Background: an optimization exercise with open tools, aiming at small area, a short achievable clock period and few clock cycles per item. Do not read the settings as production practice. Only simulation tests tie the RTL to the original design; equivalence was not proved. Power and IR drop assume default switching activity.

===== flow/config.mk =====
export PLATFORM = sky130hd
export DESIGN_NAME = sorted_key_table
export DESIGN_NICKNAME = sorted_key_table
export VERILOG_FILES = /design/flow/design.v
export SDC_FILE = /design/flow/constraint.sdc
export NUM_CORES = 4
export LEC_CHECK = 0
export CAP_MARGIN = 20
export CORE_MARGIN = 2
export CORE_UTILIZATION = 40
export PLACE_DENSITY = 0.45
export SLEW_MARGIN = 20
export SYNTH_MEMORY_MAX_BITS = 8192

===== flow/constraint.sdc =====
create_clock -name core_clock -period 7.0 [get_ports {clk}]
set_input_delay 1.4000 -clock core_clock [delete_from_list [all_inputs] [get_ports {clk}]]
set_output_delay 1.4000 -clock core_clock [all_outputs]
set_load 0.01 [all_outputs]

===== flow/design.v =====
module skt_ram #(
  parameter int unsigned DEPTH = 64,
  parameter int unsigned WIDTH = 64
) (
  input  logic                     clk,
  input  logic                     we,
  input  logic [$clog2(DEPTH)-1:0] waddr,
  input  logic [WIDTH-1:0]         wdata,
  input  logic [$clog2(DEPTH)-1:0] raddr,
  output logic [WIDTH-1:0]         rdata
);
  logic [WIDTH-1:0] mem [DEPTH];
  always_ff @(posedge clk) begin
    if (we) begin
      mem[waddr] <= wdata;
    end
  end
  always_ff @(posedge clk) begin
    rdata <= mem[raddr];
  end
endmodule
module sorted_key_table #(
  parameter int unsigned CAPACITY     = 64,
  parameter int unsigned KEY_WIDTH    = 32,
  parameter int unsigned HANDLE_WIDTH = 32
) (
  input  logic                  clk,
  input  logic                  rst,
  input  logic                  s_tvalid,
  output logic                  s_tready,
  input  logic [72-1:0]  s_tdata,
  output logic                  m_tvalid,
  input  logic                  m_tready,
  output logic [80-1:0] m_tdata
);
  typedef enum logic [1:0] {
    OP_INSERT     = 2'd0,
    OP_FIND_EXACT = 2'd1,
    OP_FIND_ABOVE = 2'd2,
    OP_READ       = 2'd3
  } op_t;
  typedef enum logic [1:0] {
    STS_OK        = 2'd0,
    STS_NOT_FOUND = 2'd1,
    STS_FULL      = 2'd2
  } status_t;
  typedef enum logic [8:0] {
    ST_IDLE       = 9'b000000001,
    ST_SEARCH     = 9'b000000010,
    ST_CMP        = 9'b000000100,
    ST_SHIFT      = 9'b000001000,
    ST_SHIFT_LAST = 9'b000010000,
    ST_WRITE      = 9'b000100000,
    ST_FETCH      = 9'b001000000,
    ST_CHECK      = 9'b010000000,
    ST_DONE       = 9'b100000000
  } state_t;
  localparam int unsigned OP_W       = 2;
  localparam int unsigned KEY_W      = 32;
  localparam int unsigned HDL_W      = 32;
  localparam int unsigned IDX_W      = 6;
  localparam int unsigned STATUS_W   = 2;
  localparam int unsigned POS_W      = 6;
  localparam int unsigned COUNT_W    = 7;
  localparam int unsigned IN_DATA_W  = 72;
  localparam int unsigned OUT_DATA_W = 80;
  localparam int unsigned WIDE_W = 64;
  localparam int unsigned ADDR_EXT_W = 16;
  localparam int unsigned AW = $clog2(CAPACITY);
  localparam int unsigned CW = $clog2(CAPACITY + 1);
  localparam int unsigned EW = KEY_WIDTH + HANDLE_WIDTH;
  state_t state;
  op_t                     op;
  logic [KEY_WIDTH-1:0]    kin;
  logic [HANDLE_WIDTH-1:0] hin;
  logic [CW-1:0] lo;
  logic [CW-1:0] hi;
  logic [CW-1:0] count;
  logic [AW-1:0] pos;
  logic [AW-1:0] sh;
  logic [AW-1:0] wr_addr;
  logic          wr_pend;
  status_t                 res_status;
  logic [KEY_WIDTH-1:0]    res_key;
  logic [HANDLE_WIDTH-1:0] res_hdl;
  logic [STATUS_W-1:0] out_status;
  logic [POS_W-1:0]    out_pos;
  logic [KEY_W-1:0]    out_key;
  logic [HDL_W-1:0]    out_hdl;
  logic [COUNT_W-1:0]  out_count;
  logic [WIDE_W-1:0]     key_wide;
  logic [WIDE_W-1:0]     hdl_wide;
  logic [ADDR_EXT_W-1:0] idx_ext;
  logic [ADDR_EXT_W-1:0] count_ext;
  logic [ADDR_EXT_W-1:0] pos_ext;
  logic [WIDE_W-1:0]     res_key_wide;
  logic [WIDE_W-1:0]     res_hdl_wide;
  logic                    ram_we;
  logic [AW-1:0]           ram_waddr;
  logic [EW-1:0]           ram_wdata;
  logic [AW-1:0]           ram_raddr;
  logic [EW-1:0]           ram_rdata;
  logic [KEY_WIDTH-1:0]    rd_key;
  logic [HANDLE_WIDTH-1:0] rd_hdl;
  logic [CW:0]             mid_sum;
  logic [AW-1:0]           mid;
  logic [CW-1:0]           count_m1;
  logic                    key_less;
  logic                    accept;
  assign key_wide  = {{(WIDE_W - KEY_W){1'b0}}, s_tdata[33:2]};
  assign hdl_wide  = {{(WIDE_W - HDL_W){1'b0}}, s_tdata[65:34]};
  assign idx_ext   = ADDR_EXT_W'(s_tdata[71:66]);
  assign count_ext = ADDR_EXT_W'(count);
  assign pos_ext   = ADDR_EXT_W'(pos);
  assign {rd_key, rd_hdl} = ram_rdata;
  assign mid_sum  = (CW + 1)'(lo) + (CW + 1)'(hi);
  assign mid      = mid_sum[AW:1];
  assign count_m1 = count - CW'(1);
  assign key_less = rd_key < kin;
  assign res_key_wide = WIDE_W'(res_key);
  assign res_hdl_wide = WIDE_W'(res_hdl);
  assign s_tready = (state == ST_IDLE);
  assign accept   = s_tvalid && s_tready;
  always_comb begin
    unique case (state)
      ST_SEARCH: ram_raddr = mid;
      ST_SHIFT:  ram_raddr = sh;
      default:   ram_raddr = pos;
    endcase
  end
  assign ram_we    = (state == ST_SHIFT && wr_pend) || (state == ST_SHIFT_LAST) ||
                     (state == ST_WRITE);
  assign ram_waddr = (state == ST_WRITE) ? pos : wr_addr;
  assign ram_wdata = (state == ST_WRITE) ? {kin, hin} : ram_rdata;
  skt_ram #(
    .DEPTH (CAPACITY),
    .WIDTH (EW)
  ) u_ram (
    .clk   (clk),
    .we    (ram_we),
    .waddr (ram_waddr),
    .wdata (ram_wdata),
    .raddr (ram_raddr),
    .rdata (ram_rdata)
  );
  always_ff @(posedge clk) begin
    if (rst) begin
      state    <= ST_IDLE;
      count    <= '0;
      wr_pend  <= 1'b0;
      m_tvalid <= 1'b0;
    end else begin
      if (m_tvalid && m_tready && state != ST_DONE) begin
        m_tvalid <= 1'b0;
      end
      unique case (state)
        ST_IDLE: begin
          if (accept) begin
            op  <= op_t'(s_tdata[1:0]);
            kin <= key_wide[KEY_WIDTH-1:0];
            hin <= hdl_wide[HANDLE_WIDTH-1:0];
            lo  <= '0;
            hi  <= count;
            priority if (op_t'(s_tdata[1:0]) == OP_READ) begin
              if (idx_ext >= count_ext) begin
                res_status <= STS_NOT_FOUND;
                pos        <= '0;
                res_key    <= '0;
                res_hdl    <= '0;
                state      <= ST_DONE;
              end else begin
                pos   <= idx_ext[AW-1:0];
                state <= ST_FETCH;
              end
            end else if (op_t'(s_tdata[1:0]) == OP_INSERT && count == CW'(CAPACITY)) begin
              res_status <= STS_FULL;
              pos        <= '0;
              res_key    <= '0;
              res_hdl    <= '0;
              state      <= ST_DONE;
            end else begin
              state <= ST_SEARCH;
            end
          end
        end
        ST_SEARCH: begin
          if (lo < hi) begin
            state <= ST_CMP;
          end else if (op == OP_INSERT) begin
            pos     <= lo[AW-1:0];
            sh      <= count_m1[AW-1:0];
            wr_pend <= 1'b0;
            state   <= (count > lo) ? ST_SHIFT : ST_WRITE;
          end else if (lo >= count) begin
            res_status <= STS_NOT_FOUND;
            pos        <= '0;
            res_key    <= '0;
            res_hdl    <= '0;
            state      <= ST_DONE;
          end else begin
            pos   <= lo[AW-1:0];
            state <= ST_FETCH;
          end
        end
        ST_CMP: begin
          if (key_less) begin
            lo <= CW'(mid) + CW'(1);
          end else begin
            hi <= CW'(mid);
          end
          state <= ST_SEARCH;
        end
        ST_SHIFT: begin
          wr_pend <= 1'b1;
          wr_addr <= sh + AW'(1);
          if (sh == pos) begin
            state <= ST_SHIFT_LAST;
          end else begin
            sh <= sh - AW'(1);
          end
        end
        ST_SHIFT_LAST: begin
          wr_pend <= 1'b0;
          state   <= ST_WRITE;
        end
        ST_WRITE: begin
          count      <= count + CW'(1);
          res_status <= STS_OK;
          res_key    <= kin;
          res_hdl    <= hin;
          state      <= ST_DONE;
        end
        ST_FETCH: begin
          state <= ST_CHECK;
        end
        ST_CHECK: begin
          if (op == OP_FIND_EXACT && rd_key != kin) begin
            res_status <= STS_NOT_FOUND;
            pos        <= '0;
            res_key    <= '0;
            res_hdl    <= '0;
          end else begin
            res_status <= STS_OK;
            res_key    <= rd_key;
            res_hdl    <= rd_hdl;
          end
          state <= ST_DONE;
        end
        ST_DONE: begin
          if (!m_tvalid || m_tready) begin
            m_tvalid <= 1'b1;
            state    <= ST_IDLE;
          end
        end
        default: begin
          state <= ST_IDLE;
        end
      endcase
    end
  end
  always_ff @(posedge clk) begin
    if (state == ST_DONE && (!m_tvalid || m_tready)) begin
      out_status <= res_status;
      out_pos    <= pos_ext[POS_W-1:0];
      out_key    <= res_key_wide[KEY_W-1:0];
      out_hdl    <= res_hdl_wide[HDL_W-1:0];
      out_count  <= count_ext[COUNT_W-1:0];
    end
  end
  assign m_tdata = {1'b0, out_count, out_hdl, out_key, out_pos, out_status};
endmodule

===== flow/run.sh =====
#!/bin/bash
# synth_recipe.tcl (not shown) runs the flow's synth.tcl, then flattens the netlist and writes it again
# the make line also repeats each setting of config.mk as NAME=value (left out here)
make -C /OpenROAD-flow-scripts/flow DESIGN_CONFIG=/design/flow/config.mk WORK_HOME=/design/flow/orfs CLKGATE_MAP_FILE= SYNTH_SCRIPT=/design/flow/synth_recipe.tcl finish

==> flow_summary_export.csv <==
group,metric,value,unit
final_layout,layout-drive-gt1-share,8.77,%
logic_synthesis,synth_nets,13200,
sta,worst_pin_slew,1.20,ns
place,dp_hpwl,313,mm
logic_synthesis,synth.largest_area_cell,"edfxtp_1",
global_route,grt_remaining_overflow,0,
logic_synthesis,synth-xor-area-share,0.146,%
worst_setup_path,startpoint,"state[4]$_SDFFE_PP0P_",
die,fp.dieH,663,um
die,initial_core_util,40.2,%
power,p_leak,68.4,nW
sta,fin_skew,0.0365,ns
global_route,grt_pass1_wl,828,mm
power,p_per_area,326,nW/um^2
logic_synthesis,synthAdderAreaFrac,0.451,%
worst_setup_path,timing.rr.end,"u_ram.mem[2][57]$_DFFE_PP_",
route,drc,0,
worst_setup_path,crit_path_end_kind,"flop",
die,row_count,241,
place,place_ws,1.74,ns
route,wire_per_inst,30.6,um
clocking,cts_max_path_buffers,4,
place,gp_congestion,0.823,
logic_synthesis,synth_compound_gate_area_share,5.79,%
place,dp_cells,18500,
worst_setup_path,critPathLaunchType,"flop",
route,drtIter0Drc,12700,
sta,finalWorstSetupSlack,1.57,ns
logic_synthesis,yosys_warnings,2,
worst_setup_path,crit_required,7.63,ns
job,drv_cap,0,
power,p_int,47.8,mW
place,io_buffers,156,
die,dieArea,439000,um^2
clocking,clkLatencyLatePin,1.01,ns
clocking,cts.sinks,4421,
hold_path,hp-class,"flop to flop",
clocking,hold_buffers,0,
route,ant_nets,0,
logic_synthesis,synth_top_area_share,75.1,%
logic_synthesis,synth_seq_cells,4421,
logic_synthesis,synthCells,13100,
worst_setup_path,crit_end,"u_ram.mem[2][57]$_DFFE_PP_",
final_layout,area_growth,15.0,%
power,combPwrFrac,12.7,%
final_layout,final_cell_mix,"4352 x nand2_1, 4339 x edfxtp_1, 1040 x nand3_1, 518 x and3_1, 516 x a31oi_1",
worst_setup_path,rrSetupSlack,1.57,ns
final_layout,final_cells,19400,
logic_synthesis,synth_cell_type_count,62,
global_route,antenna_found_initial,30,
global_route,grt_pass1_vias,106000,
power,pwr-share-clk,38.1,%
worst_setup_path,reg2regPathDepth,9,
power,peakVddDrop,0.201,mV
sta,fin_setup_tns,0,ns
clocking,cts-root-buf,"clkbuf_16",
logic_synthesis,syn_area,174000,um^2
clocking,htreeDepth,5,
logic_synthesis,yosys-mux-area-fraction,0.0404,%
logic_synthesis,async_reset_ff_share,0,%
sta,rsz0062_at_grt,"no",
logic_synthesis,yosysSeqAreaShare,76.0,%
sta,timing_hold_violations_final,0,
die,core,432000,um^2
global_route,grtUsageTotal,26.2,%
power,swShare,26.5,%
clocking,post_cts.repair.setup_buffers,0,
global_route,grt_max_degree,153,
die,pin_count,158,
logic_synthesis,synthFlopType,"edfxtp_1",
route,routed_via_density,5.74,
power,seqPwrFrac,49.2,%
clocking,cts_tree,"built",
die,chipWidth,663,um
logic_synthesis,yosys.area_share.simple,15.2,%
power,p_switching,17.3,mW
sta,setup_viol,0,
logic_synthesis,synth_top_family_by_area,"simple AND/OR/NAND/NOR gates",
route,drt_wl_total,593,mm
worst_setup_path,cp_max_fo,17,
final_layout,n_fill_cell,38000,
worst_setup_path,arrival,6.07,ns
clocking,clkTransAtPathRegs,0.06,ns
sta,finalCritPeriodShare,77.6,%
worst_setup_path,reg2reg_from,"state[4]$_SDFFE_PP0P_",
final_layout,final_nets,13400,
run_status,status,"finished clean",
sta,slew_violations,0,
sta,fmax,0.184,GHz
clocking,numCtsBuffers,482,
sta,period_needed,5.43,ns
clocking,cts_resized,0,
logic_synthesis,syn_avg_cell_area,13.2,um^2
final_layout,final_common_cell,"nand2_1",
logic_synthesis,synth_edf_count,4339,
route,vias,111000,
logic_synthesis,yosys-top-cells-area,"edfxtp_1 75%, nand2_1 9.4%, nand3_1 3.0%, a32oi_1 2.6%, and3_1 1.9%",
route,dr.pass1.iters,6,
sta,max-slew-margin-rel,19.9,%
sta,holdWs,0.404,ns
worst_setup_path,crit_type,"flop to flop",
## power groups by stage
stage / registers (mW) / clock network, mW / logic, mW
after floorplan: 32.5 / 0 / 4.61
after global placement: 32.6 / 0 / 8.13
after detailed placement: 32.6 / 0 / 8.30
after CTS: 32.0 / 25.3 / 8.32
after global routing: 32.0 / 26.2 / 8.99
final: 32.0 / 24.8 / 8.29
## worst min-delay path by stage
stage	startpoint	endpoint	depth (start not counted)
finish	res_key[16]$_DFFE_PP_	out_key[16]$_DFFE_PP_	0
global route	res_hdl[14]$_DFFE_PP_	out_hdl[14]$_DFFE_PP_	0
CTS	res_key[16]$_DFFE_PP_	out_key[16]$_DFFE_PP_	0
detailed placement	res_hdl[28]$_DFFE_PP_	out_hdl[28]$_DFFE_PP_	0
global placement	res_key[17]$_DFFE_PP_	out_key[17]$_DFFE_PP_	0
floorplan	res_hdl[0]$_DFFE_PP_	out_hdl[0]$_DFFE_PP_	0
## cells by family after synthesis
family                   count (synthesis)
AO/OA/AOI/OAI                         1465
XOR/XNOR                                29
adder cells (fa/ha/maj)                 62
buffers and inverters                  924
flip-flops                            4421
multiplexers                             7
other                                    1
AND/OR/NAND/NOR                       6192
## per-layer routing
| metal | vias up | track usage (%) | share of wire [%] |
|---|---|---|---|
| met5 | - | 0 | 0.0046 |
| met3 | 766 | 3.64 | 6.8 |
| met2 | 4359 | 41.3 | 46 |
| met4 | 4 | 6.51 | 2.7 |
| li1 | 48700 | - | - |
| met1 | 57700 | 38.3 | 45 |
## through the flow
stage / util [%] / power, mW / cell area [um^2]
after floorplan: - / 37.2 / 174000
after global placement: 42.7 / 40.7 / 184000
after detailed placement: 42.7 / 40.8 / 184000
after CTS: 46.3 / 65.6 / 200000
after global routing: 46.3 / 67.2 / 200000
final: 46.3 / 65.1 / 200000
## sequential cells by signal (all words and copies together), names as in the netlist, 7 cells and up
register and flops:
u_ram.rdata 64, hin 32, res_key 32, state 9
count 7, res_hdl 32, hi 7, u_ram.mem 4096
lo 7, out_hdl 32, kin 32, out_count 7
out_key 32
## layout make-up
type                       count  area [um^2]  share of cell area, %
multi-input combinational   7756        38500                   19.3
sequential                  4421       132000                   66.1
tap                         5710         7140                   3.58
antenna                        9         22.5                 0.0113
clock inverter               264         2340                   1.17
timing repair buffer         556         6550                   3.28
inverter                      64          240                  0.120
clock buffer                 625        12900                   6.46
## critical path, stage by stage (launching register included)
cell	delay (ns)
dfxtp_1	0.36
or2_2	0.34
nor4_1	0.69
nand2_1	0.21
nor3b_2	0.86
inv_1	0.17
o22ai_1	0.36
nand2_1	0.58
nor2_4	0.92
buf_4	0.53
## Yosys cell counts (45+ instances only)
| cell type | number |
|---|---|
| dfxtp_1 | 82 |
| ha_1 | 61 |
| nand3_1 | 1040 |
| and3_1 | 518 |
| o21ai_0 | 93 |
| a21oi_1 | 294 |
| buf_1 | 45 |
| inv_1 | 63 |
| clkbuf_1 | 604 |
| buf_6 | 60 |
| edfxtp_1 | 4339 |
| a32oi_1 | 512 |
| nor2_1 | 118 |
| a31oi_1 | 517 |
| nand2_1 | 4364 |
| or4_1 | 64 |
| buf_2 | 144 |
Testbench counts, summed over its fixed seeds: cycles 296,569, items 15,583.

## static timing again, ports no longer ideal
The results above use ideal ports. As a check the final layout listed here was re-extracted and re-timed, cells and wires unchanged. Step 1, drivers: a clkbuf_16 drives clk and a buf_2 each remaining input, both assumed. Step 2 adds t to the input delays and takes it off the output delays; t is the mean of the earliest and latest rising clock arrival at the registers after step 1. Input paths then give back, and output paths get back, about the clock's delay inside the block. Slacks: no drivers / after step 1 / after step 2; pairs: no drivers / after step 1.
t, ns: 1.107
slack for setup (ns): 1.566 / 1.566 / 1.566
worst setup path after step 2: register to register
latest minus earliest clock arrival (ns): 0.044 / 0.044
After both steps setup and hold are still met in this run. For this run, drivers alone change the setup slack by 0.000 ns; drivers and shift together by 0.000 ns.
